Source: an optimization exercise on an open RTL-to-GDS flow (aim: small area, a short achievable clock period and few clock cycles). Production flows keep margins and buffers that such runs may drop. Only simulation tests tie the RTL to the original design; equivalence was not proved.

==> design.v <==
package sdi_pkg;
  localparam int POS_W  = 24;
  localparam int PRS_W  = 17;
  localparam int SIZE_W = 14;
  localparam int ADDR_W = 3;
  localparam int DATA_W = 32;
  localparam logic [PRS_W-1:0]  P_ONE      = 17'h10000;
  localparam logic [SIZE_W-1:0] SIZE_RESET = 14'd160;
  localparam logic              REG_SIZE   = 1'b0;
endpackage
import sdi_pkg::*;
module sdi_cfg
(
  input  logic              clk_i,
  input  logic              rst_ni,
  input  logic              psel,
  input  logic              penable,
  input  logic              pwrite,
  input  logic [ADDR_W-1:0] paddr,
  input  logic [DATA_W-1:0] pwdata,
  output logic [DATA_W-1:0] prdata,
  output logic              pready,
  output logic [SIZE_W-1:0] brush_size_o,
  output logic              wr_o
);
  logic [SIZE_W-1:0] size_q;
  logic              wr_en;
  assign pready = 1'b1;
  assign wr_en  = psel && penable && pwrite && (paddr[2] == REG_SIZE);
  assign wr_o   = wr_en;
  always_ff @(posedge clk_i or negedge rst_ni) begin
    if (!rst_ni) begin
      size_q <= SIZE_RESET;
    end else if (wr_en) begin
      size_q <= pwdata[SIZE_W-1:0];
    end
  end
  assign prdata       = (paddr[2] == REG_SIZE) ? DATA_W'(size_q) : '0;
  assign brush_size_o = size_q;
endmodule
module sdi_log #(
  parameter int W = 19
) (
  input  logic [W-1:0] x_i,
  output logic [12:0]  l_o
);
  logic [31:0]   s0, s1, s2, s3, s4, s5;
  logic [4:0]    z;
  logic [4:0]    e;
  logic [5:0]    m;
  logic [7:0]    t;
  assign s0   = {x_i, {(32-W){1'b0}}};
  assign z[4] = (s0[31:16] == '0);
  assign s1   = z[4] ? {s0[15:0], 16'b0} : s0;
  assign z[3] = (s1[31:24] == '0);
  assign s2   = z[3] ? {s1[23:0], 8'b0} : s1;
  assign z[2] = (s2[31:28] == '0);
  assign s3   = z[2] ? {s2[27:0], 4'b0} : s2;
  assign z[1] = (s3[31:30] == '0);
  assign s4   = z[1] ? {s3[29:0], 2'b0} : s3;
  assign z[0] = !s4[31];
  assign s5   = z[0] ? {s4[30:0], 1'b0} : s4;
  assign e    = 5'(W - 1) - z;
  assign m    = s5[30 -: 6];
  always_comb begin
    unique case (m)
      6'd0: t = 8'd0;
      6'd1: t = 8'd5;
      6'd2: t = 8'd11;
      6'd3: t = 8'd16;
      6'd4: t = 8'd22;
      6'd5: t = 8'd27;
      6'd6: t = 8'd33;
      6'd7: t = 8'd38;
      6'd8: t = 8'd43;
      6'd9: t = 8'd48;
      6'd10: t = 8'd53;
      6'd11: t = 8'd58;
      6'd12: t = 8'd63;
      6'd13: t = 8'd68;
      6'd14: t = 8'd73;
      6'd15: t = 8'd77;
      6'd16: t = 8'd82;
      6'd17: t = 8'd87;
      6'd18: t = 8'd91;
      6'd19: t = 8'd96;
      6'd20: t = 8'd100;
      6'd21: t = 8'd104;
      6'd22: t = 8'd109;
      6'd23: t = 8'd113;
      6'd24: t = 8'd117;
      6'd25: t = 8'd121;
      6'd26: t = 8'd125;
      6'd27: t = 8'd129;
      6'd28: t = 8'd134;
      6'd29: t = 8'd138;
      6'd30: t = 8'd141;
      6'd31: t = 8'd145;
      6'd32: t = 8'd149;
      6'd33: t = 8'd153;
      6'd34: t = 8'd157;
      6'd35: t = 8'd161;
      6'd36: t = 8'd164;
      6'd37: t = 8'd168;
      6'd38: t = 8'd172;
      6'd39: t = 8'd175;
      6'd40: t = 8'd179;
      6'd41: t = 8'd182;
      6'd42: t = 8'd186;
      6'd43: t = 8'd189;
      6'd44: t = 8'd193;
      6'd45: t = 8'd196;
      6'd46: t = 8'd200;
      6'd47: t = 8'd203;
      6'd48: t = 8'd206;
      6'd49: t = 8'd209;
      6'd50: t = 8'd213;
      6'd51: t = 8'd216;
      6'd52: t = 8'd219;
      6'd53: t = 8'd222;
      6'd54: t = 8'd225;
      6'd55: t = 8'd229;
      6'd56: t = 8'd232;
      6'd57: t = 8'd235;
      6'd58: t = 8'd238;
      6'd59: t = 8'd241;
      6'd60: t = 8'd244;
      6'd61: t = 8'd247;
      6'd62: t = 8'd250;
      6'd63: t = 8'd253;
      default: t = 8'd0;
    endcase
  end
  assign l_o = (x_i == '0) ? 13'd0 : {e, t};
endmodule
module sdi_gtab (
  input  logic [5:0] i_i,
  output logic [7:0] g_o
);
  always_comb begin
    unique case (i_i)
      6'd0: g_o = 8'd248;
      6'd1: g_o = 8'd233;
      6'd2: g_o = 8'd218;
      6'd3: g_o = 8'd204;
      6'd4: g_o = 8'd191;
      6'd5: g_o = 8'd178;
      6'd6: g_o = 8'd166;
      6'd7: g_o = 8'd155;
      6'd8: g_o = 8'd144;
      6'd9: g_o = 8'd134;
      6'd10: g_o = 8'd125;
      6'd11: g_o = 8'd116;
      6'd12: g_o = 8'd108;
      6'd13: g_o = 8'd100;
      6'd14: g_o = 8'd93;
      6'd15: g_o = 8'd86;
      6'd16: g_o = 8'd79;
      6'd17: g_o = 8'd73;
      6'd18: g_o = 8'd68;
      6'd19: g_o = 8'd63;
      6'd20: g_o = 8'd58;
      6'd21: g_o = 8'd53;
      6'd22: g_o = 8'd49;
      6'd23: g_o = 8'd45;
      6'd24: g_o = 8'd42;
      6'd25: g_o = 8'd38;
      6'd26: g_o = 8'd35;
      6'd27: g_o = 8'd33;
      6'd28: g_o = 8'd30;
      6'd29: g_o = 8'd28;
      6'd30: g_o = 8'd25;
      6'd31: g_o = 8'd23;
      6'd32: g_o = 8'd21;
      6'd33: g_o = 8'd20;
      6'd34: g_o = 8'd18;
      6'd35: g_o = 8'd17;
      6'd36: g_o = 8'd15;
      6'd37: g_o = 8'd14;
      6'd38: g_o = 8'd13;
      6'd39: g_o = 8'd12;
      6'd40: g_o = 8'd11;
      6'd41: g_o = 8'd10;
      6'd42: g_o = 8'd9;
      6'd43: g_o = 8'd8;
      6'd44: g_o = 8'd8;
      6'd45: g_o = 8'd7;
      6'd46: g_o = 8'd7;
      6'd47: g_o = 8'd6;
      6'd48: g_o = 8'd5;
      6'd49: g_o = 8'd5;
      6'd50: g_o = 8'd5;
      6'd51: g_o = 8'd4;
      6'd52: g_o = 8'd4;
      6'd53: g_o = 8'd4;
      6'd54: g_o = 8'd3;
      6'd55: g_o = 8'd3;
      6'd56: g_o = 8'd3;
      6'd57: g_o = 8'd3;
      6'd58: g_o = 8'd2;
      6'd59: g_o = 8'd2;
      6'd60: g_o = 8'd2;
      6'd61: g_o = 8'd2;
      6'd62: g_o = 8'd2;
      6'd63: g_o = 8'd2;
      default: g_o = 8'd0;
    endcase
  end
endmodule
import sdi_pkg::*;
module sdi_mul
(
  input  logic [7:0]        neg_i,
  input  logic [7:0]        one_i,
  input  logic [7:0]        two_i,
  input  logic [PRS_W-1:0]  p_i,
  output logic [SIZE_W-1:0] r_o
);
  localparam logic [31:0] K = 32'h8000 - 32'h40000 - 32'h100000 - 32'h400000 - 32'h1000000
                            - 32'h4000000 - 32'h10000000 - 32'h40000000;
  logic [18:0] row [8];
  logic [31:0] acc;
  always_comb begin
    for (int i = 0; i < 8; i++) begin
      row[i] = {~neg_i[i], ((one_i[i] ? {1'b0, p_i} : 18'd0) | (two_i[i] ? {p_i, 1'b0} : 18'd0))
                           ^ {18{neg_i[i]}}};
    end
  end
  assign acc = K
             + 32'(row[0]) + (32'(row[1]) << 2) + (32'(row[2]) << 4) + (32'(row[3]) << 6)
             + (32'(row[4]) << 8) + (32'(row[5]) << 10) + (32'(row[6]) << 12) + (32'(row[7]) << 14)
             + 32'(neg_i[0]) + (32'(neg_i[1]) << 2) + (32'(neg_i[2]) << 4) + (32'(neg_i[3]) << 6)
             + (32'(neg_i[4]) << 8) + (32'(neg_i[5]) << 10) + (32'(neg_i[6]) << 12) + (32'(neg_i[7]) << 14);
  assign r_o = acc[16 +: SIZE_W];
endmodule
import sdi_pkg::*;
module stroke_dab_interpolator_top
#(
  parameter int MAX_DABS = 16
) (
  input  logic                     clk_i,
  input  logic                     rst_ni,
  input  logic                     psel,
  input  logic                     penable,
  input  logic                     pwrite,
  input  logic [ADDR_W-1:0]        paddr,
  input  logic [DATA_W-1:0]        pwdata,
  output logic [DATA_W-1:0]        prdata,
  output logic                     pready,
  input  logic                     in_valid_i,
  output logic                     in_ready_o,
  input  logic                     has_previous_i,
  input  logic signed [POS_W-1:0]  start_x_i,
  input  logic signed [POS_W-1:0]  start_y_i,
  input  logic [PRS_W-1:0]         start_pressure_i,
  input  logic signed [POS_W-1:0]  end_x_i,
  input  logic signed [POS_W-1:0]  end_y_i,
  input  logic [PRS_W-1:0]         end_pressure_i,
  output logic                     out_valid_o,
  input  logic                     out_ready_i,
  output logic signed [POS_W-1:0]  dab_x_o,
  output logic signed [POS_W-1:0]  dab_y_o,
  output logic [PRS_W-1:0]         dab_pressure_o,
  output logic [SIZE_W-1:0]        dab_radius_o,
  output logic                     last_o
);
  localparam logic [3:0] ST_IDLE = 4'd0;
  localparam logic [3:0] ST_S1   = 4'd1;
  localparam logic [3:0] ST_S2   = 4'd2;
  localparam logic [3:0] ST_S3   = 4'd3;
  localparam logic [3:0] ST_DONE = 4'd4;
  localparam logic [3:0] ST_SR   = 4'd5;
  localparam logic [3:0] ST_SC   = 4'd6;
  localparam logic [3:0] ST_SW   = 4'd7;
  localparam logic [3:0] ST_SF   = 4'd8;
  localparam logic [1:0] N1  = 2'd0;
  localparam logic [1:0] N8  = 2'd1;
  localparam logic [1:0] N16 = 2'd2;
  logic [SIZE_W-1:0] size;
  logic              wr;
  sdi_cfg u_cfg (
    .clk_i        (clk_i),
    .rst_ni       (rst_ni),
    .psel         (psel),
    .penable      (penable),
    .pwrite       (pwrite),
    .paddr        (paddr),
    .pwdata       (pwdata),
    .prdata       (prdata),
    .pready       (pready),
    .brush_size_o (size),
    .wr_o         (wr)
  );
  logic [PRS_W-1:0] sp_sat, ep_sat;
  logic [POS_W:0]   dx_c, dy_c;
  assign sp_sat = (start_pressure_i > P_ONE) ? P_ONE : start_pressure_i;
  assign ep_sat = (end_pressure_i > P_ONE) ? P_ONE : end_pressure_i;
  assign dx_c   = {end_x_i[POS_W-1], end_x_i} - {start_x_i[POS_W-1], start_x_i};
  assign dy_c   = {end_y_i[POS_W-1], end_y_i} - {start_y_i[POS_W-1], start_y_i};
  logic             hp1;
  logic [POS_W:0]   dx1, dy1;
  logic [PRS_W-1:0] sps1, eps1;
  always_ff @(posedge clk_i) begin
    hp1  <= has_previous_i;
    dx1  <= dx_c;
    dy1  <= dy_c;
    sps1 <= has_previous_i ? sp_sat : ep_sat;
    eps1 <= ep_sat;
  end
  logic [3:0]       st_q;
  logic [PRS_W:0]   dp_c;
  logic [PRS_W-1:0] minp_c, lmx;
  logic [POS_W-1:0] ax_c, ay_c;
  logic [18:0]      u_c, v_c;
  logic             big_c, uz_c, vz_c;
  logic [12:0]      lu, lv, lm;
  logic [12:0]      ls_q;
  assign dp_c   = {1'b0, eps1} - {1'b0, sps1};
  assign minp_c = dp_c[PRS_W] ? eps1 : sps1;
  assign ax_c   = dx1[POS_W-1:0] ^ {POS_W{dx1[POS_W]}};
  assign ay_c   = dy1[POS_W-1:0] ^ {POS_W{dy1[POS_W]}};
  assign u_c    = (ax_c[18:6] == '0) ? 19'(ax_c[5:0] + 6'(dx1[POS_W])) : ax_c[18:0];
  assign v_c    = (ay_c[18:6] == '0) ? 19'(ay_c[5:0] + 6'(dy1[POS_W])) : ay_c[18:0];
  assign uz_c   = (dx1 == '0);
  assign vz_c   = (dy1 == '0);
  assign big_c  = (|ax_c[POS_W-1:19]) | (|ay_c[POS_W-1:19]);
  assign lmx    = (st_q == ST_IDLE) ? PRS_W'(size) : minp_c;
  sdi_log #(.W(19))    u_lu (.x_i(u_c), .l_o(lu));
  sdi_log #(.W(19))    u_lv (.x_i(v_c), .l_o(lv));
  sdi_log #(.W(PRS_W)) u_lm (.x_i(lmx), .l_o(lm));
  always_ff @(posedge clk_i) begin
    if (st_q == ST_IDLE) ls_q <= lm;
  end
  logic [12:0]    lu2, lv2, lm2;
  logic           uz2, vz2, tv2;
  logic [1:0]     tn2;
  always_ff @(posedge clk_i) begin
    lu2 <= lu;
    lv2 <= lv;
    lm2 <= lm;
    uz2 <= uz_c;
    vz2 <= vz_c;
    tv2 <= !hp1 || big_c || (uz_c && vz_c) || size == '0 || minp_c == '0;
    tn2 <= (!hp1 || (!big_c && uz_c && vz_c)) ? N1 : N16;
  end
  logic signed [14:0] ld, lr, lmax, e;
  logic [12:0]        lad;
  logic [7:0]         gt, gv;
  logic signed [16:0] eg;
  assign ld   = 15'(lu2) - 15'(lv2);
  assign lr   = 15'(lm2) + 15'(ls_q);
  assign lmax = ld[14] ? 15'(lv2) : 15'(lu2);
  assign e    = lmax - lr;
  assign lad  = ld[14] ? 13'(-ld) : ld[12:0];
  sdi_gtab u_gt (.i_i(lad[9:4]), .g_o(gt));
  assign gv = (uz2 || vz2 || (|lad[12:10])) ? 8'd0 : gt;
  assign eg = {e[14], e, 1'b0} + 17'(gv);
  logic c16_t, c16_f, c8_t, c8_f;
  always_ff @(posedge clk_i) begin
    c16_t <= (eg >= -17'sd5582);    
    c16_f <= (eg <= -17'sd5679);    
    c8_t  <= (eg >= -17'sd6094);    
    c8_f  <= (eg <= -17'sd6191);    
  end
  logic               fast_ok;
  logic [1:0]         n_fast;
  always_comb begin
    fast_ok = 1'b1;
    if (tv2)                n_fast = tn2;
    else if (c16_t)         n_fast = N16;
    else if (c16_f && c8_t) n_fast = N8;
    else if (c8_f)          n_fast = N1;
    else begin
      n_fast  = N1;
      fast_ok = 1'b0;
    end
  end
  logic [1:0]   n_q;
  logic [35:0]  h_q;
  logic [29:0]  r_q;
  logic [5:0]   i_q;
  logic [4:0]   j_q;
  logic [1:0]   cy_q;
  logic         prev_q;
  logic         first_q;
  logic         sticky_q;
  logic         k_q;       
  logic [4:0]   kk;
  logic [4:0]   ik, jk;
  logic         ri, rj, ai, aj, bi, bj;
  logic         asub, bsub;
  logic         hb;
  logic [2:0]   v;
  logic         last_i;
  logic         c_exact;
  assign kk = k_q ? 5'd12 : 5'd11;
  assign ik = 5'(i_q) - kk;
  assign jk = j_q - kk;
  assign ri   = (i_q < 6'd30) ? r_q[i_q[4:0]] : 1'b0;
  assign rj   = (j_q < 5'd30) ? r_q[j_q] : 1'b0;
  assign ai   = (i_q < 6'(kk)) ? 1'b0 : ((ik >= 5'd19) ? dx1[19] : dx1[ik]);
  assign bi   = (i_q < 6'(kk)) ? 1'b0 : ((ik >= 5'd19) ? dy1[19] : dy1[ik]);
  assign aj   = (j_q >= kk) && (jk <= 5'd19) && dx1[jk];
  assign bj   = (j_q >= kk) && (jk <= 5'd19) && dy1[jk];
  assign asub = (jk != 5'd19);
  assign bsub = (jk != 5'd19);
  assign hb = first_q ? 1'b0 : ((st_q == ST_SR) ? prev_q : h_q[0]);
  always_comb begin
    if (st_q == ST_SR) begin
      v = 3'(hb) + 3'(size[j_q[3:0]] && (i_q < 6'd17) && minp_c[i_q[4:0]]) + 3'(cy_q[0]);
    end else begin
      v = 3'(hb) + 3'(rj && ri) + 3'(aj && (ai ^ asub)) + 3'(bj && (bi ^ bsub)) + 3'(cy_q)
        + ((i_q == '0) ? 3'(aj && asub) + 3'(bj && bsub) : 3'd0);
    end
  end
  assign last_i  = (st_q == ST_SR) ? (i_q == 6'd35) : (i_q == 6'd36);
  assign c_exact = h_q[35] || ((h_q == '0) && !sticky_q);
  logic [1:0]  n_p1;
  logic [20:0] p1_n;
  assign n_p1 = (st_q == ST_S3) ? n_fast : n_q;
  always_comb begin
    unique case (n_p1)
      N16:     p1_n = {sps1, 4'b1000} + {{3{dp_c[PRS_W]}}, dp_c};
      N8:      p1_n = {sps1, 4'b1000} + {{2{dp_c[PRS_W]}}, dp_c, 1'b0};
      default: p1_n = {sps1, 4'b0000} + {dp_c[16:0], 4'b0000};
    endcase
  end
  logic                ov_q, last_q;
  logic [3:0]          cnt_q;
  logic [27:0]         ax_q, ay_q;
  logic [25:0]         dxs_q, dys_q;
  logic [PRS_W-1:0]    ap_q;
  logic [20:0]         pn_q;
  logic [18:0]         dps_q;
  logic [SIZE_W-1:0]   rad_q;
  logic                pnp_q;
  logic                ir0_q, ir1_q;
  logic                lsel_q;
  logic                done, lsel, accept, take, step;
  logic                p1_av, pn_free;
  logic                n1, n8, n16;
  logic [27:0]         dxs_n, dys_n;
  logic [18:0]         dps_n;
  logic [27:0]         xa, xb, ya, yb, xsum, ysum;
  logic [20:0]         pb, psum;
  logic [SIZE_W-1:0]   rad_n;
  assign done   = (st_q == ST_DONE);
  assign lsel   = lsel_q;
  assign in_ready_o = ir0_q || (ir1_q && out_ready_i);
  assign accept = in_valid_i && in_ready_o;
  assign take   = ov_q && out_ready_i;
  assign step   = take && !last_q;
  assign n1     = (n_q == N1);
  assign n8     = (n_q == N8);
  assign n16    = (n_q == N16);
  assign dxs_n = n16 ? {{3{dx1[POS_W]}}, dx1} : (n8 ? {{2{dx1[POS_W]}}, dx1, 1'b0} : {dx1[23:0], 4'b0000});
  assign dys_n = n16 ? {{3{dy1[POS_W]}}, dy1} : (n8 ? {{2{dy1[POS_W]}}, dy1, 1'b0} : {dy1[23:0], 4'b0000});
  assign dps_n = n16 ? {dp_c[PRS_W], dp_c} : (n8 ? {dp_c, 1'b0} : '0);
  assign xa   = lsel ? {start_x_i, n1 ? 4'b0000 : 4'b1000} : ax_q;
  assign xb   = lsel ? dxs_n : {{2{dxs_q[25]}}, dxs_q};
  assign ya   = lsel ? {start_y_i, n1 ? 4'b0000 : 4'b1000} : ay_q;
  assign yb   = lsel ? dys_n : {{2{dys_q[25]}}, dys_q};
  assign xsum = xa + xb;
  assign ysum = ya + yb;
  assign pb   = lsel ? {{2{dps_n[18]}}, dps_n} : {{2{dps_q[18]}}, dps_q};
  assign psum = pn_q + pb;
  logic [15:0] sz;
  logic [7:0]  bneg_q, bone_q, btwo_q;
  assign sz = {2'b00, size};
  always_ff @(posedge clk_i) begin
    for (int i = 0; i < 8; i++) begin
      bneg_q[i] <= sz[2*i+1] && !(sz[2*i] && ((i == 0) ? 1'b0 : sz[2*i-1]));
      bone_q[i] <= sz[2*i] ^ ((i == 0) ? 1'b0 : sz[2*i-1]);
      btwo_q[i] <= (sz[2*i+1] && !sz[2*i] && !((i == 0) ? 1'b0 : sz[2*i-1]))
                || (!sz[2*i+1] && sz[2*i] && ((i == 0) ? 1'b0 : sz[2*i-1]));
    end
  end
  sdi_mul u_mul (
    .neg_i (bneg_q),
    .one_i (bone_q),
    .two_i (btwo_q),
    .p_i   (pn_q[20:4]),
    .r_o   (rad_n)
  );
  always_ff @(posedge clk_i) begin
    if (accept) begin
      dxs_q  <= dxs_n[25:0];
      dys_q  <= dys_n[25:0];
      dps_q  <= dps_n;
      cnt_q  <= n16 ? 4'd15 : (n8 ? 4'd7 : 4'd0);
      last_q <= n1;
    end else if (step) begin
      cnt_q  <= cnt_q - 4'd1;
      last_q <= (cnt_q == 4'd1);
    end
    if (accept || step) begin
      ax_q  <= xsum;
      ay_q  <= ysum;
      ap_q  <= pn_q[20:4];
      rad_q <= rad_n;
    end
  end
  assign p1_av   = done || (st_q == ST_S3 && fast_ok);
  assign pn_free = !ov_q || last_q || (step && cnt_q == 4'd1);
  always_ff @(posedge clk_i) begin
    if (accept || (step && !(cnt_q == 4'd1 && p1_av))) begin
      pn_q <= psum;
    end else if (pn_free && p1_av) begin
      pn_q <= p1_n;
    end
  end
  logic [3:0] st_n;
  logic       ov_n, last_n, pnp_n;
  assign ov_n   = accept ? 1'b1 : ((take && last_q) ? 1'b0 : ov_q);
  assign last_n = accept ? n1 : (step ? (cnt_q == 4'd1) : last_q);
  assign pnp_n  = (accept || (st_q != ST_DONE && !(st_q == ST_S3 && fast_ok))) ? 1'b0
                : ((pn_free && p1_av) ? 1'b1 : pnp_q);
  always_comb begin
    st_n = st_q;
    if (!in_valid_i || accept || wr) begin
      st_n = ST_IDLE;
    end else begin
      unique case (st_q)
        ST_IDLE: st_n = ST_S1;
        ST_S1:   st_n = ST_S2;
        ST_S2:   st_n = ST_S3;
        ST_S3:   st_n = fast_ok ? ST_DONE : ST_SR;
        ST_SR:   if (last_i && j_q == 5'd0) st_n = ST_SC;
        ST_SC:   st_n = ST_SW;
        ST_SW:   if (last_i && j_q == 5'd31) st_n = ST_SF;
        ST_SF:   st_n = ST_DONE;
        default: ;
      endcase
    end
  end
  always_ff @(posedge clk_i or negedge rst_ni) begin
    if (!rst_ni) begin
      st_q  <= ST_IDLE;
      ov_q  <= 1'b0;
      pnp_q <= 1'b0;
      ir0_q <= 1'b0;
      ir1_q <= 1'b0;
      lsel_q <= 1'b0;
    end else begin
      st_q  <= st_n;
      ov_q  <= ov_n;
      pnp_q <= pnp_n;
      ir0_q <= (st_n == ST_DONE) && pnp_n && !ov_n;
      ir1_q <= (st_n == ST_DONE) && pnp_n && last_n;
      lsel_q <= (st_n == ST_DONE) && (!ov_n || last_n);
    end
  end
  always_ff @(posedge clk_i) begin
    h_q <= {(st_q == ST_SW && i_q == 6'd36) ? h_q[35] : v[0], h_q[35:1]};
    unique case (st_q)
      ST_S3: begin
        n_q     <= n_fast;
        k_q     <= !c16_t && c16_f;
        i_q     <= '0;
        j_q     <= 5'd13;
        cy_q    <= '0;
        prev_q  <= 1'b0;
        first_q <= 1'b1;
      end
      ST_SR: begin
        prev_q <= h_q[0];
        cy_q   <= {1'b0, v[1]};
        if (last_i) begin
          i_q     <= '0;
          j_q     <= j_q - 5'd1;
          cy_q    <= '0;
          prev_q  <= 1'b0;
          first_q <= 1'b0;
        end else begin
          i_q <= i_q + 6'd1;
        end
      end
      ST_SC: begin
        r_q      <= h_q[29:0];
        i_q      <= '0;
        j_q      <= '0;
        first_q  <= 1'b1;
        sticky_q <= 1'b0;
        cy_q     <= '0;
      end
      ST_SW: begin
        if (i_q == 6'd36) begin
          sticky_q <= sticky_q || h_q[0];
          i_q      <= '0;
          j_q      <= j_q + 5'd1;
          cy_q     <= '0;
          first_q  <= 1'b0;
        end else begin
          i_q  <= i_q + 6'd1;
          cy_q <= v[2:1];
        end
      end
      ST_SF: n_q <= k_q ? (c_exact ? N8 : N1) : (c_exact ? N16 : N8);
      default: ;
    endcase
  end
  assign out_valid_o    = ov_q;
  assign dab_x_o        = ax_q[27:4];
  assign dab_y_o        = ay_q[27:4];
  assign dab_pressure_o = ap_q;
  assign dab_radius_o   = rad_q;
  assign last_o         = last_q;
endmodule
==> flow/run.sh <==
#!/bin/bash
# Standard layout (the standard.sh: the standard synthesis and ORFS flow, unchanged),
# with repair_timing asked for setup slack margin against the design's clock so that the
# resizer keeps working on the critical paths. Make's output goes to standard.log.
set -euo pipefail
bash standard.sh SETUP_SLACK_MARGIN=8.6 TNS_END_PERCENT=100 finish > standard.log 2>&1
==> standard.sh <==
#!/bin/bash
# synth_recipe.tcl (not shown) runs the flow's synth.tcl, then flattens the netlist and writes it again
# the make line also repeats each setting of config.mk as NAME=value (left out here)
make -C /OpenROAD-flow-scripts/flow DESIGN_CONFIG=/design/flow/config.mk WORK_HOME=/design/flow/orfs CLKGATE_MAP_FILE= SYNTH_SCRIPT=/design/flow/synth_recipe.tcl "${@:-finish}"
==> config.mk <==
export PLATFORM = sky130hd
export DESIGN_NAME = stroke_dab_interpolator_top
export DESIGN_NICKNAME = stroke_dab_interpolator_top
export VERILOG_FILES = /design/flow/design.v
export SDC_FILE = /design/flow/constraint.sdc
export NUM_CORES = 4
export LEC_CHECK = 0
export CAP_MARGIN = 20
export CORE_MARGIN = 2
export CORE_UTILIZATION = 40
export SLEW_MARGIN = 20
==> constraint.sdc <==
create_clock -name core_clock -period 15.0 [get_ports {clk_i}]
set_input_delay 3.0000 -clock core_clock [delete_from_list [all_inputs] [get_ports {clk_i}]]
set_output_delay 3.0000 -clock core_clock [all_outputs]
set_load 0.01 [all_outputs]
==> results of run 1 <==
what timing repair did:
action	4_1_cts	5_1_grt
gates resized for setup	173	149
pin swaps	17	47
setup endpoints to repair	65	114
cloned	2	3
setup buffers	87	32
hold buffers	0	0
state kept, by name, summed over array words and instances, names as in the netlist, 8 cells and up:
signal / flops
u_cfg.size_q: 14
eps1: 17
dys_q: 26
rad_q: 14
r_q: 30
sps1: 17
dx1: 25
ay_q: 28
ax_q: 28
lm2: 13
ap_q: 17
bone_q: 8
dy1: 25
ls_q: 13
lu2: 13
lv2: 13
dxs_q: 26
h_q: 36
dps_q: 19
pn_q: 21
per-stage QoR:
step / setup slack (ps) / utilization, % / instance area [µm²] / std cells
floorplan: 8620 / - / 42100 / 4620
global placement: 7180 / 43.6 / 45300 / 5986
detailed placement: 7110 / 43.6 / 45300 / 5987
CTS: 8560 / 46.6 / 48400 / 6181
global route: 8430 / 47.5 / 49300 / 6217
finish: 8570 / 47.5 / 49300 / 6218
layout by cell type, fill, tap and decap left out, drive strengths merged, types with 24 or more instances in the layout:
master	count
clkbuf	73
o21bai	48
nand3	80
a22o	35
a22oi	126
and2	31
nor4	35
mux2	162
and3	27
clkdlybuf4s50	230
nor2b	82
mux4	54
inv	361
nand2b	41
mux2i	110
xnor2	244
o21ai	251
a21o	60
o21a	31
or2	24
fa	121
xor2	118
or3	25
a21boi	31
nand2	339
a21oi	249
o211ai	39
nor2	294
a31oi	41
nand4	29
dfxtp	190
edfxtp	246
a211oi	43
buf	187
nor3	90
ha	344
cells in the mapped netlist, types with 21 or more instances:
| cell type | count |
|---|---|
| a211oi_1 | 43 |
| a21boi_0 | 28 |
| a21o_1 | 60 |
| a21oi_1 | 248 |
| a221oi_1 | 23 |
| a22o_1 | 35 |
| a22oi_1 | 126 |
| a31oi_1 | 41 |
| and2_1 | 29 |
| and3_1 | 27 |
| buf_1 | 26 |
| buf_4 | 71 |
| clkbuf_1 | 206 |
| dfrtp_1 | 21 |
| dfxtp_1 | 190 |
| edfxtp_1 | 246 |
| fa_1 | 121 |
| ha_1 | 344 |
| inv_1 | 356 |
| mux2_2 | 161 |
| mux2i_1 | 109 |
| mux4_2 | 54 |
| nand2_1 | 338 |
| nand2b_1 | 41 |
| nand3_1 | 80 |
| nand4_1 | 28 |
| nor2_1 | 293 |
| nor2b_1 | 82 |
| nor3_1 | 87 |
| nor4_1 | 35 |
| o211ai_1 | 36 |
| o21a_1 | 30 |
| o21ai_0 | 240 |
| o21bai_1 | 48 |
| o22ai_1 | 21 |
| or2_2 | 23 |
| or3_1 | 24 |
| xnor2_1 | 244 |
| xor2_1 | 118 |
critical path, delay by kind of cell:
family | cells | cell delay, ps
AOI/OAI and AO/OA | 1 | 130
buffers and inverters | 3 | 300
layer usage:
metal,wire [µm],GRT usage [%]
met1,53400,28.9
met2,57700,36.5
met3,6620,3.05
met4,3250,6.38
met5,0,0
final cells by class:
type / instances / area share [%]
Timing Repair Buffer: 420 / 7.89
Clock buffer: 72 / 3.35
Clock inverter: 33 / 0.739
Tap cell: 1380 / 3.50
Inverter: 362 / 2.81
Antenna cell: 1 / 0.00508
Multi-Input combinational cell: 3489 / 57.7
Sequential cell: 459 / 23.9
Timing Repair inverter: 2 / 0.0254
final timing paths:
kind	startpoint	end	slack, ps	cells past startpoint
setup / recovery	out_ready_i	in_ready_o	8570	4
hold / removal	h_q[34]$_DFF_P_	h_q[33]$_DFF_P_	350	0
setup reg to reg	lv2[1]$_SDFF_PN0_	c16_f$_DFF_P_	8810	27
hold reg to reg	h_q[34]$_DFF_P_	h_q[33]$_DFF_P_	350	0
max in group asynchronous	rst_ni	lsel_q$_DFF_PN0_	11910	2
min in group asynchronous	rst_ni	u_cfg.size_q[4]$_DFFE_PN0P_	2760	2
kinds of logic after synthesis:
| kind of cell | after synthesis | share of synthesized area, % |
|---|---|---|
| multiplexers | 326 | 9.87 |
| XOR/XNOR | 362 | 7.54 |
| flip-flops | 459 | 28.0 |
| AO/OA/AOI/OAI | 1174 | 18.8 |
| buffers and inverters | 674 | 6.73 |
| adder cells (fa/ha/maj) | 465 | 16.0 |
| AND/OR/NAND/NOR | 1141 | 13.0 |
| other | 2 | 0.0179 |
==> impl_metrics.ini, run 1 <==
[grt]
grt_max_degree = 62
antenna_found_initial = 0
overflow = 0
grt_pass1_wl_um = 189000
grt_util_all_layers_pct = 21.7
grt_pass1_vias = 34200

[logic_synthesis]
synth_warnings = 7
synth_edf_count = 246
synth_top_area_share_pct = 17.6
synthTopCellsByArea = edfxtp_1 (18%), ha_1 (10%), dfxtp_1 (9.1%)
yosys.area.top_type = edfxtp_1
ys_seq_elements = 459
syn_area_mm2 = 0.0420
ys_types = 110
netlist_instances = 4603
syn_avg_cell_area_um2 = 9.13
yosysSeqAreaShare_pct = 28.0
ys_async_sr_fraction_pct = 5.01
ys.flop_type = edfxtp_1

[place]
routabilityCongestion = 0.935
io_buffers = 248
hpwl_um = 89100

[cts]
clock_sinks = 459
cts_tree = built
clock_path_buffers = 3
cts_buffers = 56
path_clk_slew_ps = 60
worstSkewPairLatency_ps = 680
h-tree-depth = 2
root_buffer = clkbuf_16

[run_status]
status = timing/DRC/antenna clean

[worst_setup_path]
worst_path_max_delay_cell = a21oi_4
crit_required_ps = 12000
critPathKind = input port to output port
path_max_fanout = 2
crit_path_cell_trace = buf_8 -> a21oi_4 -> inv_2 -> buf_6
critPathLaunchType = input port
crit_path_end_kind = output port
worstPathArrival_ps = 3430
max_stage_delay_ps = 130

[timing]
worst_slew_pin_slew_ps = 974
tns_ps = 0
clock.fmax_mhz = 156
slew_violations = 0
fin_crit_ps = 6430
rsz0062_at_grt = yes
slew_headroom_pct = 35.1
fin_crit_sh_pct = 42.8
holdWs_ps = 354
fin_skew_ps = 36.1
setup_viol = 0
hold_viol = 0

[die]
rows = 118
dieWidth_um = 328
die_h_um = 328
ios = 288
initial_core_util_pct = 40.5
core_mm2 = 0.104
die-area_mm2 = 0.108

[min_path]
min_path_type = flop to flop

[detailed_routing]
wl_um = 121000
drc = 0
wl_per_cell_um = 19.5
drtAntennaViolNets = 0
viasPerCell = 5.65
first_pass_iters = 7
drt_iter0_markers = 2435
dr_total_vias = 35200

[cells_and_area]
drive_above_1_share_pct = 15.3
fillers = 9795
syn_to_final_growth_pct = 17.3
regArea_mm2 = 0.0118
nets = 5428
multi_input_area_mm2 = 0.0285

[flow_run]
cap_violations = 0
Testbench counts, summed over its fixed seeds: cycles 5,173.
==> inputs of run 2 (changes only) <==
--- a/design.v
+++ b/design.v
@@ -418,9 +418,10 @@
   logic [1:0]  n_p1;
-  logic [20:0] p1_n;
+  logic [20:0] p1_a, p1_b;
   assign n_p1 = (st_q == ST_S3) ? n_fast : n_q;
+  assign p1_a = {sps1, (n_p1 == N1) ? 4'b0000 : 4'b1000};
   always_comb begin
     unique case (n_p1)
-      N16:     p1_n = {sps1, 4'b1000} + {{3{dp_c[PRS_W]}}, dp_c};
-      N8:      p1_n = {sps1, 4'b1000} + {{2{dp_c[PRS_W]}}, dp_c, 1'b0};
-      default: p1_n = {sps1, 4'b0000} + {dp_c[16:0], 4'b0000};
+      N16:     p1_b = {{3{dp_c[PRS_W]}}, dp_c};
+      N8:      p1_b = {{2{dp_c[PRS_W]}}, dp_c, 1'b0};
+      default: p1_b = {dp_c[16:0], 4'b0000};
     endcase
@@ -444,3 +445,4 @@
   logic [27:0]         xa, xb, ya, yb, xsum, ysum;
-  logic [20:0]         pb, psum;
+  logic [20:0]         pa, pb, psum;
+  logic                psel_p1;
   logic [SIZE_W-1:0]   rad_n;
@@ -464,4 +466,6 @@
   assign ysum = ya + yb;
-  assign pb   = lsel ? {{2{dps_n[18]}}, dps_n} : {{2{dps_q[18]}}, dps_q};
-  assign psum = pn_q + pb;
+  assign psel_p1 = p1_av && pn_free && !accept;
+  assign pa   = psel_p1 ? p1_a : pn_q;
+  assign pb   = psel_p1 ? p1_b : (lsel ? {{2{dps_n[18]}}, dps_n} : {{2{dps_q[18]}}, dps_q});
+  assign psum = pa + pb;
   logic [15:0] sz;
@@ -505,6 +509,4 @@
   always_ff @(posedge clk_i) begin
-    if (accept || (step && !(cnt_q == 4'd1 && p1_av))) begin
+    if (accept || step || (pn_free && p1_av)) begin
       pn_q <= psum;
-    end else if (pn_free && p1_av) begin
-      pn_q <= p1_n;
     end
==> run 2 against run 1 <==
Count of clock-buffer cells in the layout rose by 7. First-iteration DRC count rose by 0.57%. Die area fell by 1.4%. Non-clock buffer count rose by 3. Still clean. Critical path type is now input port to flop. Final area fell by 1.9%. Global-route usage rose by 0.22 points.
==> impl_metrics.ini, run 2 <==
[run_status]
status = timing/DRC/antenna clean

[worst_setup_path]
reg2reg_slack_ps = 8680
critPathLaunchType = input port
startpoint = out_ready_i
crit_path_frequent_cell = a21oi_2
path_depth = 26
worst_path_max_delay_cell = fa_2
path_delay_family = compound AO/OA/AOI/OAI gates
worstPathArrival_ps = 6920
endpoint = pn_q[20]$_DFFE_PP_
timing.rr.end = c16_t$_DFF_P_
crit_path_end_kind = flop
reg2reg_depth = 30
critPathBufInv = 2
r2r_start = lu2[0]$_SDFF_PN0_
path_max_fanout = 6
max_stage_delay_ps = 400
crit_required_ps = 15400
critPathKind = input port to flop

[place]
io_buffers = 248
hpwl_um = 87200
dp_slack_ps = 6390
routabilityCongestion = 0.924

[grt]
grt_busiest_layer = met2
gr-usage-met3_pct = 3.18
grt_pass1_vias = 33800
use_met1_pct = 28.2
antenna_found_initial = 3
overflow = 0
grt_max_degree = 62
grt_pass1_wl_um = 188000
use_met2_pct = 37.9
grt_util_all_layers_pct = 21.9

[timing]
tns_ps = 0
worst_slew_pin_slew_ps = 1010
clock.fmax_mhz = 154
fin_skew_ps = 18.9
hold_viol = 0
setup_viol = 0
fin_crit_ps = 6510
setup_ws_ps = 8490
fin_crit_sh_pct = 43.4
rsz0062_at_grt = yes
holdWs_ps = 351
slew_headroom_pct = 32.4
slew_violations = 0

[detailed_routing]
dr_total_vias = 34600
drtAntennaViolNets = 0
viasPerCell = 5.69
first_pass_iters = 8
wl_per_cell_um = 19.9
drc = 0
wl_um = 121000
drt_iter0_markers = 2449

[cells_and_area]
largest_reg_flops = 36
utilization_pct = 46.9
reg.largest.list = h_q: 36 flops, r_q: 30 flops
drive_above_1_share_pct = 16.0
regArea_mm2 = 0.0118
layout_commonest_cell = nand2_1
nets = 5268
fillers = 9839
top_register = h_q
multi_input_area_mm2 = 0.0277
layout_common_cells = nand2_1 (320), inv_1 (314), ha_1 (302)
antenna_cells = 0
syn_to_final_growth_pct = 16.8

[die]
rows = 118
die_h_um = 326
die-area_mm2 = 0.106
initial_core_util_pct = 40.2
core_mm2 = 0.103
ios = 288
dieWidth_um = 326

[logic_synthesis]
synth-simple-area-share_pct = 13.9
syn_avg_cell_area_um2 = 9.23
synth_top_family_by_area = compound AO/OA/AOI/OAI gates
yosysMostFrequentCell = nand2_1
ys_async_sr_fraction_pct = 5.01
synth_edf_count = 246
yosysSeqAreaShare_pct = 28.4
synthTopCellsByArea = edfxtp_1 (18%), ha_1 (9.5%), dfxtp_1 (9.2%)
netlist_instances = 4487
syn_area_mm2 = 0.0414
ys.flop_type = edfxtp_1
muxShareOfSynthArea_pct = 9.39
synth_adder_area_share_pct = 15.3
synth-compound-area-share_pct = 18.7
synth_commonest_cells = nand2_1 (324), inv_1 (323), ha_1 (314)
ys_types = 133
synth_warnings = 7
synth_top_area_share_pct = 17.8
synth_xor_area_share_pct = 7.27
ys_seq_elements = 459
yosys.area.top_type = edfxtp_1

[flow_run]
cap_violations = 0

[cts]
path_clk_slew_ps = 70
clock_path_buffers = 3
root_buffer = clkbuf_16
cts_buffers = 56
worstSkewPairLatency_ps = 660
postCtsHoldBufs = 0
cts_tree = built
clock_sinks = 459
h-tree-depth = 2

[min_path]
min_path_type = flop to flop
whs_path_depth = 0
## run 2: cell types whose count changed after synthesis, moves of 20 or more
| cell | delta |
|---|---|
| inv_1 | -33 |
| mux2_2 | -24 |
| ha_1 | -30 |
| a211oi_1 | -21 |
| a21oi_1 | -55 |
| buf_2 | +20 |
| o21ai_0 | +26 |
| xor2_1 | -21 |
## run 2: logic make-up after synthesis
| logic type | count (synthesis) |
|---|---|
| AND/OR/NAND/NOR | 1165 |
| AO/OA/AOI/OAI | 1120 |
| buffers and inverters | 661 |
| flip-flops | 459 |
| adder cells (fa/ha/maj) | 434 |
| XOR/XNOR | 340 |
| multiplexers | 306 |
| other | 2 |
## run 2: how the worst min path moves through the flow
stage / startpoint / to / slack (ps)
after floorplan: h_q[33]$_DFF_P_ / h_q[32]$_DFF_P_ / 330
after global placement: h_q[30]$_DFF_P_ / h_q[29]$_DFF_P_ / 340
after detailed placement: h_q[33]$_DFF_P_ / h_q[32]$_DFF_P_ / 340
after CTS: h_q[33]$_DFF_P_ / h_q[32]$_DFF_P_ / 350
after global routing: h_q[33]$_DFF_P_ / h_q[32]$_DFF_P_ / 360
final: h_q[33]$_DFF_P_ / h_q[32]$_DFF_P_ / 350
## run 2: metrics by stage
| stage | instance area, µm² | instances |
|---|---|---|
| 2_1_floorplan | 41600 | 4504 |
| 3_3_place_gp | 44500 | 5846 |
| 3_5_place_dp | 44500 | 5847 |
| 4_1_cts | 47300 | 6025 |
| 5_1_grt | 48400 | 6090 |
| 6_report | 48400 | 6090 |
## run 2: layout make-up
type / count / share of cell area, %
clock inverter: 27 / 0.517
inverter: 334 / 2.64
timing repair inverter: 1 / 0.0103
sequential: 459 / 24.4
multi-input combinational: 3387 / 57.3
timing repair buffer: 423 / 8.06
clock buffer: 79 / 3.51
tap: 1380 / 3.57
## run 2: routing by layer
metal  wire, µm  vias up  share of wire (%)
met3       6740      228                5.6
met4       3830        2                3.2
met2      59200     1117                 49
li1           -    16500                  -
met5         11        -             0.0091
met1      51700    16700                 43
## run 2: repair_timing
item	in CTS	in global routing
pin swaps	20	83
resized for setup	153	152
endpoints found under the setup margin	75	57
hold endpoints to repair	0	0
gates cloned	5	4
buffers inserted	67	61
## run 2: worst reg2reg max path: cells and delay by family (launching register included)
| kind | cells | cell delay (ps) |
|---|---|---|
| xor gates and xnor gates | 1 | 150 |
| buffers and inverters | 2 | 100 |
| and+or+nand+nor | 10 | 2380 |
| AOI/OAI and AO/OA | 14 | 2420 |
| adders and majority gates | 3 | 820 |
| DFF | 1 | 340 |
Testbench counts of run 2, summed over its fixed seeds: cycles 5,173.
==> inputs of run 3 (changes only) <==
--- a/config.mk
+++ b/config.mk
@@ -7,2 +7,3 @@
 export LEC_CHECK = 0
+export ABC_AREA = 1
 export CAP_MARGIN = 20
==> run 3 against run 2 <==
Sequential share of layout area is 0.83 points higher. Routed wire length is 2.4% higher. Non-clock buffer count is 1 lower. Utilization is 0.24 points lower. First-iteration DRC count is 26% higher. Sequential cell count stayed put. Global-route usage is 1.4 points higher. Clock skew is 21 ps higher. Hold slack hardly changed. Highest routed layer is now met4.
==> impl_metrics.ini, run 3 <==
[run_status]
status = timing/DRC/antenna clean

[timing]
worst_slew_pin_slew_ps = 998
fin_crit_ps = 6430
hold_viol = 0
fin_skew_ps = 39.6
rsz0062_at_grt = yes
slew_violations = 0
clock.fmax_mhz = 155
fin_crit_sh_pct = 42.9
tns_ps = 0
slew_headroom_pct = 33.0
setup_viol = 0

[worst_setup_path]
worstPathArrival_ps = 3430
r2r_start = i_q[0]$_DFFE_PP_
crit_required_ps = 12000
reg2reg_slack_ps = 8930
critPathLaunchType = input port
path_delay_family = buffers and inverters
worst_path_max_delay_cell = a21oi_4
critPathBufInv = 3
max_stage_delay_ps = 130
crit_path_end_kind = output port
crit_path_cell_trace = buf_12 -> a21oi_4 -> inv_2 -> buf_6
critPathKind = input port to output port
reg2reg_depth = 18
timing.rr.end = cy_q[0]$_DFFE_PP_
path_max_fanout = 2

[cts]
clock_sinks = 459
cts_tree = built
postCtsHoldBufs = 0
path_clk_slew_ps = 60
worstSkewPairLatency_ps = 660
root_buffer = clkbuf_16
cts_buffers = 53
h-tree-depth = 2
clock_path_buffers = 3

[die]
die_h_um = 321
ios = 288
dieWidth_um = 321
initial_core_util_pct = 40.2
rows = 116
die-area_mm2 = 0.103
core_mm2 = 0.0999

[logic_synthesis]
synthTopCellsByArea = edfxtp_1 (18%), nand2_1 (11%), ha_1 (9.8%)
netlist_instances = 5279
synth_commonest_cells = nand2_1 (1125), inv_1 (675), a21oi_1 (342)
ys_types = 78
yosysMostFrequentCell = nand2_1
syn_area_mm2 = 0.0401
yosys.area.top_type = edfxtp_1
syn_avg_cell_area_um2 = 7.61
ys_async_sr_fraction_pct = 5.01
synth_warnings = 7
ys.flop_type = edfxtp_1
yosysSeqAreaShare_pct = 29.3
synth_edf_count = 246
ys_seq_elements = 459
synth_top_area_share_pct = 18.4

[detailed_routing]
drc = 0
dr_total_vias = 36700
viasPerCell = 5.34
wl_um = 124000
first_pass_iters = 6
drt_iter0_markers = 3080
drtAntennaViolNets = 0
wl_per_cell_um = 18.1

[grt]
grt_pass1_wl_um = 192000
overflow = 0
grt_pass1_vias = 34700
grt_util_all_layers_pct = 23.3
grt_max_degree = 69
antenna_found_initial = 1

[min_path]
whs_path_depth = 0
min_to = h_q[29]$_DFF_P_
hp-start = h_q[30]$_DFF_P_
min_path_type = flop to flop

[cells_and_area]
fillers = 9922
syn_to_final_growth_pct = 16.1
reg.largest.list = h_q: 36 flops, r_q: 30 flops
utilization_pct = 46.7
largest_reg_flops = 36
drive_above_1_share_pct = 9.31
nets = 6135
top_register = h_q
antenna_cells = 0
layout_commonest_cell = nand2_1
layout_common_cells = nand2_1 (1120), inv_1 (644), a21oi_1 (329)

[flow_run]
cap_violations = 0

[place]
hpwl_um = 93000
io_buffers = 248
routabilityCongestion = 0.935

[power]
run 3: cell types whose count changed in the layout (fill, tap and decap cells not counted), moves of 108 or more:
cell,previous run,this run
nand3_1,69,315
mux2_2,136,4
o22ai_1,22,196
nand2_1,320,1120
inv_1,314,644
xnor2_1,234,85
a21oi_1,171,329
a22oi_1,131,11
xor2_1,95,269
mux2i_1,110,2
run 3: metrics by stage:
step	hold WS (ps)	instance area, µm²	std cells	setup WS [ps]
5_1_grt	360	46600	6871	8530
2_1_floorplan	331	40300	5296	8270
6_report	351	46600	6871	8570
3_3_place_gp	338	43300	6621	6450
4_1_cts	353	45400	6739	8510
3_5_place_dp	342	43300	6621	6500
run 3: repair_timing:
| action | 4_1_cts | 5_1_grt |
|---|---|---|
| setup buffers | 13 | 126 |
| pin swaps | 5 | 28 |
| cloned | 6 | 6 |
| setup endpoints to repair | 39 | 43 |
| gates resized for setup | 104 | 68 |
run 3: cells by family (layout without fill, tap and decap cells):
group / count (synthesis) / count (layout) / share of synthesized area [%]
multiplexers: 6 / 6 / 0.162
buffers and inverters: 945 / 1221 / 9.92
adder cells (fa/ha/maj): 433 / 433 / 15.7
AO/OA/AOI/OAI: 1040 / 1040 / 14.7
XOR/XNOR: 364 / 364 / 8.05
AND/OR/NAND/NOR: 2030 / 2031 / 22.1
other: 2 / 19 / 0.0187
flip-flops: 459 / 459 / 29.3
run 3: final cells by class:
cell class,count,area (µm²),area share (%)
clock buffer,80,1690,3.63
timing repair inverter,6,36.3,0.0778
inverter,694,2730,5.86
tap,1298,1620,3.48
multi-input combinational,3893,24700,53.0
clock inverter,19,146,0.314
timing repair buffer,422,3890,8.35
sequential,459,11800,25.2
run 3: how the worst max path moves through the flow:
stage,startpoint,endpoint,slack (ps),cells past startpoint
5_1_grt,sps1[7]$_DFF_P_,ls_q[0]$_DFFE_PP_,8530,32
2_1_floorplan,out_ready_i,pn_q[20]$_DFFE_PP_,8270,30
3_5_place_dp,out_ready_i,pn_q[20]$_DFFE_PP_,6500,28
4_1_cts,in_valid_i,pn_q[20]$_DFFE_PP_,8510,28
6_report,out_ready_i,in_ready_o,8570,4
3_3_place_gp,out_ready_i,pn_q[20]$_DFFE_PP_,6450,28
run 3: per-layer routing:
layer / track usage, % / part of all wire [%] / up-vias
met2: 37.5 / 44 / 1386
met1: 32.5 / 45 / 17100
met5: 0 / 0 / -
met3: 2.86 / 7.1 / 210
met4: 7.74 / 3.3 / 0
li1: - / - / 18000
==> inputs of run 4 (changes only) <==
--- a/design.v
+++ b/design.v
@@ -466,3 +466,3 @@
   assign ysum = ya + yb;
-  assign psel_p1 = p1_av && pn_free && !accept;
+  assign psel_p1 = p1_av && !pnp_q && (!ov_q || last_q || cnt_q == 4'd1);
   assign pa   = psel_p1 ? p1_a : pn_q;
@@ -509,3 +509,3 @@
   always_ff @(posedge clk_i) begin
-    if (accept || step || (pn_free && p1_av)) begin
+    if (accept || step || (pn_free && p1_av && !pnp_q)) begin
       pn_q <= psum;
--- a/config.mk
+++ b/config.mk
@@ -11,2 +11,3 @@
 export CORE_UTILIZATION = 40
+export CTS_BUF_LIST = sky130_fd_sc_hd__clkbuf_4 sky130_fd_sc_hd__clkbuf_8
 export SLEW_MARGIN = 20
==> run 4 against run 3 <==
Still clean on timing, DRC and antenna. Sequential cell count is the same. First-iteration DRC count shrank 1.9%. Clock skew shrank 4.2 ps. Hold slack lost 9.3 ps. Fmax shrank 0.50%. Critical path type unchanged. Critical endpoint unchanged. Highest routed layer is now met5.
==> impl_metrics.ini, run 4 <==
[grt]
overflow = 0
grt_pass1_vias = 34800
grt_util_all_layers_pct = 23.0
antenna_found_initial = 3
grt_pass1_wl_um = 190000
grt_max_degree = 66

[logic_synthesis]
yosysSeqAreaShare_pct = 29.3
syn_area_mm2 = 0.0401
ys.flop_type = edfxtp_1
synth_top_area_share_pct = 18.4
netlist_instances = 5304
syn_avg_cell_area_um2 = 7.57
ys_seq_elements = 459
yosys.area.top_type = edfxtp_1
synth_warnings = 7
synthTopCellsByArea = edfxtp_1 (18%), nand2_1 (11%), ha_1 (9.8%)
synth_commonest_cells = nand2_1 (1151), inv_1 (687), o21ai_0 (337)
ys_types = 81
ys_async_sr_fraction_pct = 5.01
yosysMostFrequentCell = nand2_1
synth_edf_count = 246

[place]
hpwl_um = 91800
routabilityCongestion = 0.920
io_buffers = 248
dp_cells = 6648
dp_slack_ps = 7480

[cells_and_area]
multi_input_area_mm2 = 0.0246
nets = 6134
layout_commonest_cell = nand2_1
syn_to_final_growth_pct = 14.4
layout_common_cells = nand2_1 (1147), inv_1 (665), o21ai_0 (331)
fillers = 9894
drive_above_1_share_pct = 8.81
layout.cells.non_filler = 6897
reg.largest.list = h_q: 36 flops, r_q: 30 flops
regArea_mm2 = 0.0118
utilization_pct = 46.1
largest_reg_flops = 36
top_register = h_q

[worst_setup_path]
endpoint = in_ready_o
timing.rr.end = rad_q[13]$_DFFE_PP_
critPathLaunchType = input port
path_delay_family = buffers and inverters
path_depth = 4
reg2reg_slack_ps = 8980
r2r_start = pn_q[7]$_DFFE_PP_
crit_required_ps = 12000
startpoint = out_ready_i
reg2reg_depth = 26
critPathBufInv = 3
max_stage_delay_ps = 170
path_max_fanout = 2
critPathKind = input port to output port
worstPathArrival_ps = 3470
crit_path_cell_trace = buf_12 -> a21oi_4 -> inv_2 -> buf_6
worst_path_max_delay_cell = a21oi_4
crit_path_end_kind = output port

[timing]
setup_viol = 0
setup_ws_ps = 8530
fin_crit_ps = 6470
slew_headroom_pct = 29.8
holdWs_ps = 342
rsz0062_at_grt = yes
tns_ps = 0
slew_violations = 0
clock.fmax_mhz = 155
hold_viol = 0
fin_skew_ps = 35.4
worst_slew_pin_slew_ps = 1050
fin_crit_sh_pct = 43.1

[cts]
worstSkewPairLatency_ps = 730
root_buffer = clkbuf_8
path_clk_slew_ps = 60
cts_tree = built
h-tree-depth = 3
clock_sinks = 459
cts_buffers = 83
clock_path_buffers = 3

[detailed_routing]
drc = 0
drt_iter0_markers = 3023
drtAntennaViolNets = 0
first_pass_iters = 6
wl_per_cell_um = 17.7
dr_total_vias = 36700
wl_um = 122000
viasPerCell = 5.32

[die]
rows = 116
initial_core_util_pct = 40.2
die-area_mm2 = 0.103
core_mm2 = 0.0997
die_h_um = 321
ios = 288
dieWidth_um = 321

[run_status]
status = timing/DRC/antenna clean

[flow_run]
cap_violations = 0

[min_path]
min_path_type = flop to flop
-- run 4: cell families (layout without fill, tap and decap cells) --
kind of cell	count (synthesis)	after routing	synth area share (%)
fa+ha+maj	433	433	15.7
mux	6	6	0.162
other cells	2	21	0.0187
buf+inv	955	1231	10.0
flops	459	459	29.3
compound gates	1037	1037	14.7
xor+xnor	349	349	7.69
simple gates	2063	2063	22.4
-- run 4: layout make-up --
| class | count | share of cell area, % |
|---|---|---|
| multi-input cells | 3907 | 53.6 |
| flip-flops and latches | 459 | 25.6 |
| repair buffers | 366 | 7.24 |
| inverters | 707 | 5.96 |
| well taps | 1298 | 3.54 |
| clock buffers | 125 | 3.46 |
| clock inverters | 29 | 0.496 |
| repair inverters | 4 | 0.0436 |
| diodes | 2 | 0.0109 |
-- run 4: per-layer routing --
metal	global-route usage (%)	wire length [µm]
met1	31.2	54100
met2	37.4	55700
met3	4.12	9310
met4	6.54	2990
met5	0	13
-- run 4: how the worst min path moves through the flow --
stage	start	endpoint	slack, ps	depth (start not counted)
after floorplan	h_q[33]$_DFF_P_	h_q[32]$_DFF_P_	330	0
after global placement	h_q[31]$_DFF_P_	h_q[30]$_DFF_P_	340	0
after detailed placement	h_q[34]$_DFF_P_	h_q[33]$_DFF_P_	350	0
after CTS	h_q[33]$_DFF_P_	h_q[32]$_DFF_P_	350	0
after global routing	h_q[33]$_DFF_P_	h_q[32]$_DFF_P_	360	0
final	h_q[33]$_DFF_P_	h_q[32]$_DFF_P_	340	0
-- run 4: metrics by stage --
| stage | cell area [µm²] |
|---|---|
| 2_1_floorplan | 40200 |
| 3_3_place_gp | 43200 |
| 3_5_place_dp | 43200 |
| 4_1_cts | 45000 |
| 5_1_grt | 45900 |
| 6_report | 45900 |
-- run 4: timing repair --
| item | in CTS | in global routing |
|---|---|---|
| gates resized for setup | 82 | 67 |
| pin swaps | 1 | 4 |
| endpoints found under the setup margin | 21 | 40 |
| setup buffers | 1 | 88 |
| gates cloned | 0 | 4 |
| hold buffers | 0 | 0 |
Testbench counts of run 4, summed over its fixed seeds: cycles 5,173.
==> inputs of run 5 (changes only) <==
--- a/config.mk
+++ b/config.mk
@@ -11,3 +11,3 @@
 export CORE_UTILIZATION = 40
-export CTS_BUF_LIST = sky130_fd_sc_hd__clkbuf_4 sky130_fd_sc_hd__clkbuf_8
+export PLACE_DENSITY = 0.8
 export SLEW_MARGIN = 20
==> run 5 against run 4 <==
First-iteration DRC count is 40% higher. Die area stayed put. Largest cell class unchanged. Register-to-register slack worse by 100 ps. Sequential share of layout area is 0.30 points higher. Critical endpoint unchanged. Highest routed layer is now met4.
==> impl_metrics.ini, run 5 <==
[run_status]
status = timing/DRC/antenna clean

[logic_synthesis]
synth_warnings = 7
synth_edf_count = 246
ys_async_sr_fraction_pct = 5.01
synthTopCellsByArea = edfxtp_1 (18%), nand2_1 (11%), ha_1 (9.8%)
ys.flop_type = edfxtp_1
synth_xor_area_share_pct = 7.69
ys_seq_elements = 459
syn_area_mm2 = 0.0401
muxShareOfSynthArea_pct = 0.162
syn_avg_cell_area_um2 = 7.57
netlist_instances = 5304
yosys.area.top_type = edfxtp_1
synth_top_area_share_pct = 18.4
synth_adder_area_share_pct = 15.7
yosysSeqAreaShare_pct = 29.3
ys_types = 81
synth_commonest_cells = nand2_1 (1151), inv_1 (687), o21ai_0 (337)
synth-simple-area-share_pct = 22.4
yosysMostFrequentCell = nand2_1
synth_top_family_by_area = simple AND/OR/NAND/NOR gates
synth-compound-area-share_pct = 14.7

[timing]
fin_skew_ps = 21.4
slew_violations = 0
fin_crit_sh_pct = 43.0
worst_slew_pin_slew_ps = 1240
fin_crit_ps = 6450
holdWs_ps = 353
hold_viol = 0
tns_ps = 0
slew_headroom_pct = 16.4
rsz0062_at_grt = yes
setup_viol = 0
clock.fmax_mhz = 155

[die]
ios = 288
die-area_mm2 = 0.103
initial_core_util_pct = 40.2
die_h_um = 321
core_mm2 = 0.0997
dieWidth_um = 321
rows = 116

[worst_setup_path]
worstPathArrival_ps = 3450
max_stage_delay_ps = 160
critPathLaunchType = input port
worst_path_max_delay_cell = a21oi_4
path_max_fanout = 3
reg2reg_slack_ps = 8880
r2r_start = j_q[0]$_DFFE_PP_
crit_path_end_kind = output port
crit_required_ps = 12000
crit_path_cell_trace = buf_8 -> a21oi_4 -> inv_2 -> buf_6
critPathKind = input port to output port
startpoint = out_ready_i

[cells_and_area]
fillers = 9565
reg.largest.list = h_q: 36 flops, r_q: 30 flops
top_register = h_q
antenna_cells = 0
layout_common_cells = nand2_1 (1147), inv_1 (671), a21oi_1 (329)
syn_to_final_growth_pct = 13.1
utilization_pct = 45.5
layout_commonest_cell = nand2_1
drive_above_1_share_pct = 6.85
largest_reg_flops = 36
nets = 6050

[cts]
cts_tree = built
h-tree-depth = 2
cts_buffers = 52
clock_path_buffers = 3
clock_sinks = 459
root_buffer = clkbuf_16
path_clk_slew_ps = 60
postCtsHoldBufs = 0
worstSkewPairLatency_ps = 640

[detailed_routing]
drtAntennaViolNets = 0
drt_iter0_markers = 4234
dr_total_vias = 37600
wl_per_cell_um = 17.3
wl_um = 117000
first_pass_iters = 6
viasPerCell = 5.54
drc = 0

[grt]
grt_max_degree = 76
overflow = 0
antenna_found_initial = 3
grt_pass1_wl_um = 185000
grt_pass1_vias = 35300
grt_util_all_layers_pct = 21.9

[min_path]
min_path_type = flop to flop
hp-start = h_q[32]$_DFF_P_

[place]
hpwl_um = 87800
io_buffers = 248
routabilityCongestion = 0.961

[flow_run]
cap_violations = 0
-- run 5: worst paths after layout --
kind,end,cells past startpoint
max in group asynchronous,u_cfg.size_q[7]$_DFFE_PN1P_,2
worst min register to register,h_q[31]$_DFF_P_,0
worst max register to register,cy_q[0]$_DFFE_PP_,22
min in group asynchronous,u_cfg.size_q[9]$_DFFE_PN0P_,2
worst min-delay path,h_q[31]$_DFF_P_,0
worst max-delay path,in_ready_o,4
-- run 5: final cells by class --
cell class	count	area, µm²	area share (%)
clock buffers	71	1500	3.30
clock inverters	27	198	0.436
inverters	707	2710	5.98
multi-input cells	3907	24600	54.2
flip-flops and latches	459	11800	25.9
well taps	1298	1620	3.58
repair buffers	315	2950	6.51
repair inverters	2	10.0	0.0221
-- run 5: critical path: cells and delay by family --
family	cells	cell delay, ps
compound gates	1	160
buf+inv	3	290
-- run 5: repair_timing --
| item | 4_1_cts | 5_1_grt |
|---|---|---|
| pin swaps | 1 | 2 |
| endpoints found under the setup margin | 21 | 45 |
| buffers inserted | 1 | 43 |
| resized for setup | 92 | 59 |
| gates cloned | 0 | 2 |
-- run 5: kinds of logic (layout without fill, tap and decap cells) --
kind of cell,Yosys count,count (layout)
xor+xnor,349,349
fa+ha+maj,433,433
other cells,2,19
buf+inv,955,1122
compound gates,1037,1037
simple gates,2063,2063
mux,6,6
flops,459,459
-- run 5: layer usage --
metal  vias up  part of all wire [%]  routed length (µm)  global-route usage [%]
met4         0                   3.9                4560                    8.18
met5         -                     0                   0                       0
met3       326                   9.1               10600                    3.51
met2      1901                    46               53700                    36.1
met1     17400                    41               48200                    29.0
li1      17900                     -                   -                       -
-- run 5: stage by stage --
step / cell area, µm² / setup slack, ps / cells
2_1_floorplan: 40200 / 8630 / 5321
3_3_place_gp: 43100 / 7550 / 6641
3_5_place_dp: 43200 / 7520 / 6642
4_1_cts: 44900 / 8520 / 6741
5_1_grt: 45400 / 8490 / 6786
6_report: 45400 / 8550 / 6786
==> inputs of run 6 (changes only) <==
--- a/config.mk
+++ b/config.mk
@@ -11,3 +11,2 @@
 export CORE_UTILIZATION = 40
-export PLACE_DENSITY = 0.8
 export SLEW_MARGIN = 20
==> run 6 against run 5 <==
Still clean. Register-to-register slack better by 30 ps. Via count is 2.7% lower. Sequential share of layout area decreased by 0.30 points. Clock skew grew 8.1 ps. Utilization up 0.55 points. Worst setup slack worse by 17 ps. Critical path depth unchanged. Global-route usage up 0.91 points.
==> impl_metrics.ini, run 6 <==
[run_status]
status = timing/DRC/antenna clean

[min_path]
hp-start = h_q[33]$_DFF_P_
min_path_type = flop to flop
whs_path_depth = 0
min_to = h_q[32]$_DFF_P_

[cts]
h-tree-depth = 2
cts_tree = built
root_buffer = clkbuf_16
clock_path_buffers = 3
path_clk_slew_ps = 60
cts_buffers = 53
postCtsHoldBufs = 0
clock_sinks = 459
worstSkewPairLatency_ps = 640

[place]
place_area_mm2 = 0.0432
dp_slack_ps = 7480
io_buffers = 248
hpwl_um = 91800
routabilityCongestion = 0.920

[logic_synthesis]
synth_warnings = 7
netlist_instances = 5304
yosysSeqAreaShare_pct = 29.3
ys_seq_elements = 459
ys_types = 81
synthTopCellsByArea = edfxtp_1 (18%), nand2_1 (11%), ha_1 (9.8%)
yosysMostFrequentCell = nand2_1
synth_commonest_cells = nand2_1 (1151), inv_1 (687), o21ai_0 (337)
syn_avg_cell_area_um2 = 7.57
synth_top_area_share_pct = 18.4
ys_async_sr_fraction_pct = 5.01
ys.flop_type = edfxtp_1
syn_area_mm2 = 0.0401
synth_edf_count = 246
yosys.area.top_type = edfxtp_1

[worst_setup_path]
path_max_fanout = 2
critPathLaunchType = input port
r2r_start = k_q$_DFFE_PP_
critPathKind = input port to output port
crit_required_ps = 12000
worstPathArrival_ps = 3470
reg2reg_slack_ps = 8910
reg2reg_depth = 19
crit_path_end_kind = output port
timing.rr.end = cy_q[0]$_DFFE_PP_

[die]
ios = 288
core_mm2 = 0.0997
die_h_um = 321
rows = 116
initial_core_util_pct = 40.2
dieWidth_um = 321
die-area_mm2 = 0.103

[cells_and_area]
drive_above_1_share_pct = 8.01
largest_reg_flops = 36
design_area_mm2 = 0.0459
fillers = 9885
antenna_cells = 0
syn_to_final_growth_pct = 14.4
reg.largest.list = h_q: 36 flops, r_q: 30 flops
layout_commonest_cell = nand2_1
layout_common_cells = nand2_1 (1147), inv_1 (664), o21ai_0 (329)
nets = 6106
top_register = h_q

[grt]
grt_max_degree = 66
grt_pass1_wl_um = 189000
grt_util_all_layers_pct = 22.9
antenna_found_initial = 2
overflow = 0
grt_pass1_vias = 34500

[timing]
fin_skew_ps = 29.5
tns_ps = 0
fin_crit_sh_pct = 43.1
worst_slew_pin_slew_ps = 1170
fin_crit_ps = 6470
slew_headroom_pct = 21.4
slew_violations = 0
setup_ws_ps = 8530
clock.fmax_mhz = 155
setup_viol = 0
rsz0062_at_grt = yes
hold_viol = 0

[detailed_routing]
drt_iter0_markers = 3007
first_pass_iters = 9
drtAntennaViolNets = 0
drc = 0
dr_total_vias = 36600
wl_per_cell_um = 17.8
viasPerCell = 5.34
wl_um = 122000

[flow_run]
cap_violations = 0
[run 6: how the worst max path moves through the flow]
stage          cells after the start          to  slack, ps        start
2_1_floorplan                      2  prdata[10]       8630     paddr[2]
3_3_place_gp                       4  in_ready_o       7500  out_ready_i
3_5_place_dp                       4  in_ready_o       7480  out_ready_i
4_1_cts                            4  in_ready_o       8430  out_ready_i
5_1_grt                            4  in_ready_o       8510  out_ready_i
6_report                           4  in_ready_o       8530  out_ready_i
[run 6: repair_timing]
action,4_1_cts,5_1_grt
gates resized for setup,81,71
setup buffers,1,89
cloned,0,5
setup endpoints to repair,21,43
pin swaps,1,4
[run 6: through the flow]
step,utilization (%),hold slack [ps],instances
2_1_floorplan,-,331,5321
3_3_place_gp,43.3,340,6648
3_5_place_dp,43.3,346,6648
4_1_cts,45.1,354,6749
5_1_grt,46.1,361,6843
6_report,46.1,350,6843
[run 6: final cells by class]
class	count	area (µm²)	share of cell area, %
clock inverter	36	363	0.790
timing repair inverter	5	25.0	0.0545
inverter	707	2740	5.97
tap	1298	1620	3.54
clock buffer	64	1450	3.16
sequential	459	11800	25.6
multi-input combinational	3907	24600	53.6
timing repair buffer	367	3330	7.26
[run 6: cells by family (layout without fill, tap and decap cells)]
logic type | Yosys count | count (layout) | synth area share [%]
simple gates | 2063 | 2063 | 22.4
compound gates | 1037 | 1037 | 14.7
buf+inv | 955 | 1179 | 10.0
flops | 459 | 459 | 29.3
fa+ha+maj | 433 | 433 | 15.7
xor+xnor | 349 | 349 | 7.69
mux | 6 | 6 | 0.162
other cells | 2 | 19 | 0.0187
[run 6: routing by layer]
layer  up-vias  part of all wire [%]  global-route usage (%)
met5         -                 0.011                       0
met4         2                   2.1                    5.65
met3       155                   7.4                    3.71
met2      1307                    46                    37.6
met1     17100                    45                    31.3
li1      18000                     -                       -
[run 6: critical path: stages]
cell	delay, ps
buf_12	110
a21oi_4	170
inv_2	60
buf_6	120

[separate check: timing with driven ports]
Ports are ideal in the flow. The routed layouts listed here were re-timed in OpenROAD. Step 1 sets driving cells, clkbuf_16 on the clock port and buf_2 on the other inputs (assumed; they add their load-dependent delay and slew). Step 2, shift: input delay + t, output delay - t, t = (earliest + latest rising clock arrival at the registers) / 2. This alone moves slack from input paths to output paths. Slacks: ideal ports / drivers / drivers and shift; pairs: ideal ports / drivers.
| run | shift t [ns] | setup slack, ns | worst setup path after step 2 | worst slew at a driven data input, ns | cell pins on the clock port's net |
|---|---|---|---|---|---|
| run 1 | 0.729 | 8.575 / 8.509 / 7.982 | input to register | 0.12 | 1 |
| run 2 | 0.714 | 8.486 / 8.484 / 7.775 | input to register | 0.11 | 1 |
| run 3 | 0.714 | 8.565 / 8.517 / 8.093 | input to register | 0.06 | 1 |
| run 4 | 0.782 | 8.533 / 8.481 / 8.206 | input to register | 0.07 | 1 |
| run 5 | 0.699 | 8.551 / 8.511 / 8.272 | input to register | 0.07 | 1 |
| run 6 | 0.697 | 8.535 / 8.483 / 8.241 | input to register | 0.07 | 1 |
After both steps setup and hold are still met in every run listed. The setup slack of run 2, which loses most, moves by -0.002 ns with the drivers and by -0.711 ns with both steps.
